Background: an optimization exercise with open tools, aiming at small area and a short achievable clock period. Do not read the settings as production practice.
Power figures rest on the tool's default switching activity, not on a simulated workload.

== main ==
==> module uyvy2rgb_clamp, before the edit <==
module uyvy2rgb_clamp (
    input  logic [7:0]                   i_luma,
    input  logic [8:0]                   i_hi,
    input  logic [7:0]                   i_lo,
    output logic [uyvy2rgb_pkg::OW-1:0]  o_chan
);
    logic [7:0] n_sum;
    logic [7:0] n_lim;
    logic       n_low;
    logic       n_high;
    assign n_sum  = i_luma + i_hi[7:0];
    assign n_lim  = ~i_hi[7:0];
    assign n_low  = ~i_hi[8] & (i_luma <= n_lim);
    assign n_high = i_hi[8] & (i_luma >= n_lim);
    assign o_chan[15:8] = n_low ? 8'h00 : (n_high ? 8'hff : n_sum);
    assign o_chan[7:0]  = (n_low | n_high) ? 8'h00 : i_lo;
endmodule
==> module uyvy_to_rgb_pair_converter, before the edit <==
module uyvy_to_rgb_pair_converter (
    input  logic        i_clk,
    input  logic        i_rst_n,
    input  logic        start,
    output logic        busy,
    input  logic [7:0]  i_cb_sample,
    input  logic [7:0]  i_luma_first,
    input  logic [7:0]  i_cr_sample,
    input  logic [7:0]  i_luma_second,
    output logic        o_valid,
    output logic [15:0] o_red_first,
    output logic [15:0] o_green_first,
    output logic [15:0] o_blue_first,
    output logic [15:0] o_red_second,
    output logic [15:0] o_green_second,
    output logic [15:0] o_blue_second
);
    logic        accept;
    logic        v_in;
    logic [7:0]  cb;
    logic [7:0]  y0;
    logic [7:0]  cr;
    logic [7:0]  y1;
    logic [7:0]  q_y0;
    logic [7:0]  q_y1;
    logic [16:0] n_red_k;
    logic [16:0] q_red_k;
    logic [16:0] n_green_k;
    logic [16:0] q_green_k;
    logic [16:0] n_blue_k;
    logic [16:0] q_blue_k;
    assign busy   = ~i_rst_n;
    assign accept = start & ~busy;
    uyvy2rgb_acc #(.W(32)) u_in (
        .i_clk   (i_clk),
        .i_rst_n (i_rst_n),
        .i_valid (accept),
        .i_data  ({i_cb_sample, i_luma_first, i_cr_sample, i_luma_second}),
        .o_valid (v_in),
        .o_data  ({cb, y0, cr, y1})
    );
    uyvy2rgb_mul u_mul (
        .i_cb_sample (cb),
        .i_cr_sample (cr),
        .o_red_k (n_red_k),
        .o_green_k (n_green_k),
        .o_blue_k (n_blue_k)
    );
    uyvy2rgb_acc #(.W(67)) u_k (
        .i_clk   (i_clk),
        .i_rst_n (i_rst_n),
        .i_valid (v_in),
        .i_data  ({n_red_k, n_green_k, n_blue_k, y0, y1}),
        .o_valid (o_valid),
        .o_data  ({q_red_k, q_green_k, q_blue_k, q_y0, q_y1})
    );
    uyvy2rgb_clamp u_r0 (
        .i_luma (q_y0),
        .i_hi   (q_red_k[16:8]),
        .i_lo   (q_red_k[7:0]),
        .o_chan (o_red_first)
    );
    uyvy2rgb_clamp u_g0 (
        .i_luma (q_y0),
        .i_hi   (q_green_k[16:8]),
        .i_lo   (q_green_k[7:0]),
        .o_chan (o_green_first)
    );
    uyvy2rgb_clamp u_b0 (
        .i_luma (q_y0),
        .i_hi   (q_blue_k[16:8]),
        .i_lo   (q_blue_k[7:0]),
        .o_chan (o_blue_first)
    );
    uyvy2rgb_clamp u_r1 (
        .i_luma (q_y1),
        .i_hi   (q_red_k[16:8]),
        .i_lo   (q_red_k[7:0]),
        .o_chan (o_red_second)
    );
    uyvy2rgb_clamp u_g1 (
        .i_luma (q_y1),
        .i_hi   (q_green_k[16:8]),
        .i_lo   (q_green_k[7:0]),
        .o_chan (o_green_second)
    );
    uyvy2rgb_clamp u_b1 (
        .i_luma (q_y1),
        .i_hi   (q_blue_k[16:8]),
        .i_lo   (q_blue_k[7:0]),
        .o_chan (o_blue_second)
    );
endmodule
==> flow/config.mk <==
export PLATFORM = sky130hd
export DESIGN_NAME = uyvy_to_rgb_pair_converter
export DESIGN_NICKNAME = uyvy_to_rgb_pair_converter
export VERILOG_FILES = /design/flow/design.v
export SDC_FILE = /design/flow/constraint.sdc
export NUM_CORES = 4
export LEC_CHECK = 0
export CAP_MARGIN = 20
export CORE_MARGIN = 2
export CORE_UTILIZATION = 55
export SETUP_SLACK_MARGIN = 1.5
export SLEW_MARGIN = 20
==> flow/constraint.sdc <==
create_clock -name core_clock -period 5.5 [get_ports {i_clk}]
set_input_delay 1.1000 -clock core_clock [delete_from_list [all_inputs] [get_ports {i_clk}]]
set_output_delay 1.1000 -clock core_clock [all_outputs]
set_load 0.01 [all_outputs]
standard.sh (not shown) runs the stock make flow with config.mk's settings and CLKGATE_MAP_FILE= SYNTH_SCRIPT=/design/flow/synth_recipe.tcl, a recipe that flattens the netlist after the stock synthesis.
==> flow/flow/run.sh <==
#!/bin/bash
# Own layout flow: the standard ORFS flow (standard.sh), with the input
# and output port buffers made from a plain buffer cell instead of the
# resizer's default choice. Everything else is the standard flow.
# The full make output goes to flow_make.log in the work folder; ORFS keeps
# each step's own log under orfs/logs/.
set -euo pipefail
export BUFFER_PORTS_ARGS="-buffer_cell sky130_fd_sc_hd__buf_1"
bash standard.sh finish > flow_make.log 2>&1
Setup changes, main to the feature branch
--- a/flow/design.v
+++ b/flow/design.v
@@ -275,20 +275,21 @@
 module uyvy2rgb_clamp (
     input  logic [7:0]                   i_luma,
     input  logic [8:0]                   i_hi,
     input  logic [7:0]                   i_lo,
     output logic [uyvy2rgb_pkg::OW-1:0]  o_chan
 );
+    logic       n_carry;
     logic [7:0] n_sum;
-    logic [7:0] n_lim;
+    logic       n_all_prop;
     logic       n_low;
     logic       n_high;
-    assign n_sum  = i_luma + i_hi[7:0];
-    assign n_lim  = ~i_hi[7:0];
-    assign n_low  = ~i_hi[8] & (i_luma <= n_lim);
-    assign n_high = i_hi[8] & (i_luma >= n_lim);
+    assign {n_carry, n_sum} = {1'b0, i_luma} + {1'b0, i_hi[7:0]};
+    assign n_all_prop = &(i_luma ^ i_hi[7:0]);
+    assign n_low  = ~i_hi[8] & ~n_carry;
+    assign n_high = i_hi[8] & (n_carry | n_all_prop);
     assign o_chan[15:8] = n_low ? 8'h00 : (n_high ? 8'hff : n_sum);
     assign o_chan[7:0]  = (n_low | n_high) ? 8'h00 : i_lo;
 endmodule
 module uyvy2rgb_clamp_cs #(
     parameter int unsigned HW = 10
 ) (
@@ -348,20 +349,14 @@
     logic [16:0] n_green_k;
     logic [16:0] q_green_k;
     logic [16:0] n_blue_k;
     logic [16:0] q_blue_k;
     assign busy   = ~i_rst_n;
     assign accept = start & ~busy;
-    uyvy2rgb_acc #(.W(32)) u_in (
-        .i_clk   (i_clk),
-        .i_rst_n (i_rst_n),
-        .i_valid (accept),
-        .i_data  ({i_cb_sample, i_luma_first, i_cr_sample, i_luma_second}),
-        .o_valid (v_in),
-        .o_data  ({cb, y0, cr, y1})
-    );
+    assign v_in = accept;
+    assign {cb, y0, cr, y1} = {i_cb_sample, i_luma_first, i_cr_sample, i_luma_second};
     uyvy2rgb_mul u_mul (
         .i_cb_sample (cb),
         .i_cr_sample (cr),
         .o_red_k (n_red_k),
         .o_green_k (n_green_k),
         .o_blue_k (n_blue_k)
[summary]
- For the feature branch, the classification of the worst-slack hold path was input pin to flip-flop, unlike main, where it was flip-flop to flip-flop.
- Against main as the reference, the feature branch delivers a lower power dissipated by switching net loads.
- The feature branch ends up with a met1 wire length that is about 7% higher than in main.
- In the feature branch, the reported sequential group power came out about 24% below the value in main.
- main has lower period utilization than the feature branch.
- On count of clock buffers in the final design, the higher figure sits with the feature branch, not main.
- The feature branch ended up with fewer standard cells than main.
- Measured against each other, the feature branch and main differ in clock slew seen by the registers of the worst setup and hold paths, the lower figure coming from the feature branch.
- Side by side, detailed route wirelength on metal3 turned out higher in the feature branch than in main.
- Lower placeable core region among the feature branch and main: the feature branch
- In the feature branch the area growth from synthesis to final layout turned out 4.4 points higher than in main.
- ~same cell count after synthesis in the feature branch and main
- Taking the feature branch over main, the first-pass GRT wire length ratio works out to 1.07.
- In the feature branch the total power turned out 5.5% lower than in main.
- For the feature branch and main, there was not a single run that failed to finish clean.
No run of this note included a check of the RTL's function; only the layout flow was run.

-- static timing again, ports no longer ideal --
How much do the figures lean on ideal ports? The routed layouts below were timed once more, with nothing changed but the port constraints.
Step 1 assumes that a clkbuf_16 drives the clock port and a buf_2 every other input.
Step 2 adds t to the input delays and takes it off the output delays; t is the mean of the earliest and latest rising clock arrival at the registers after step 1. Input paths then give back, and output paths get back, about the clock's delay inside the block.
Slacks: ideal / step 1 / step 2; pairs: ideal / step 1.
run	shift t [ns]	slack for setup (ns)	worst setup path after step 2	worst slew at a driven data input, ns	cell pins on the clock port's net
main	0.411	1.412 / 1.412 / 1.412	register to register	0.04	1
the feature branch	0.383	1.335 / 1.348 / 0.965	input to register	0.11	1
After both steps setup and hold are still met in every run listed. For the feature branch, which loses most, drivers alone change the setup slack by +0.013 ns; drivers and shift together by -0.370 ns.
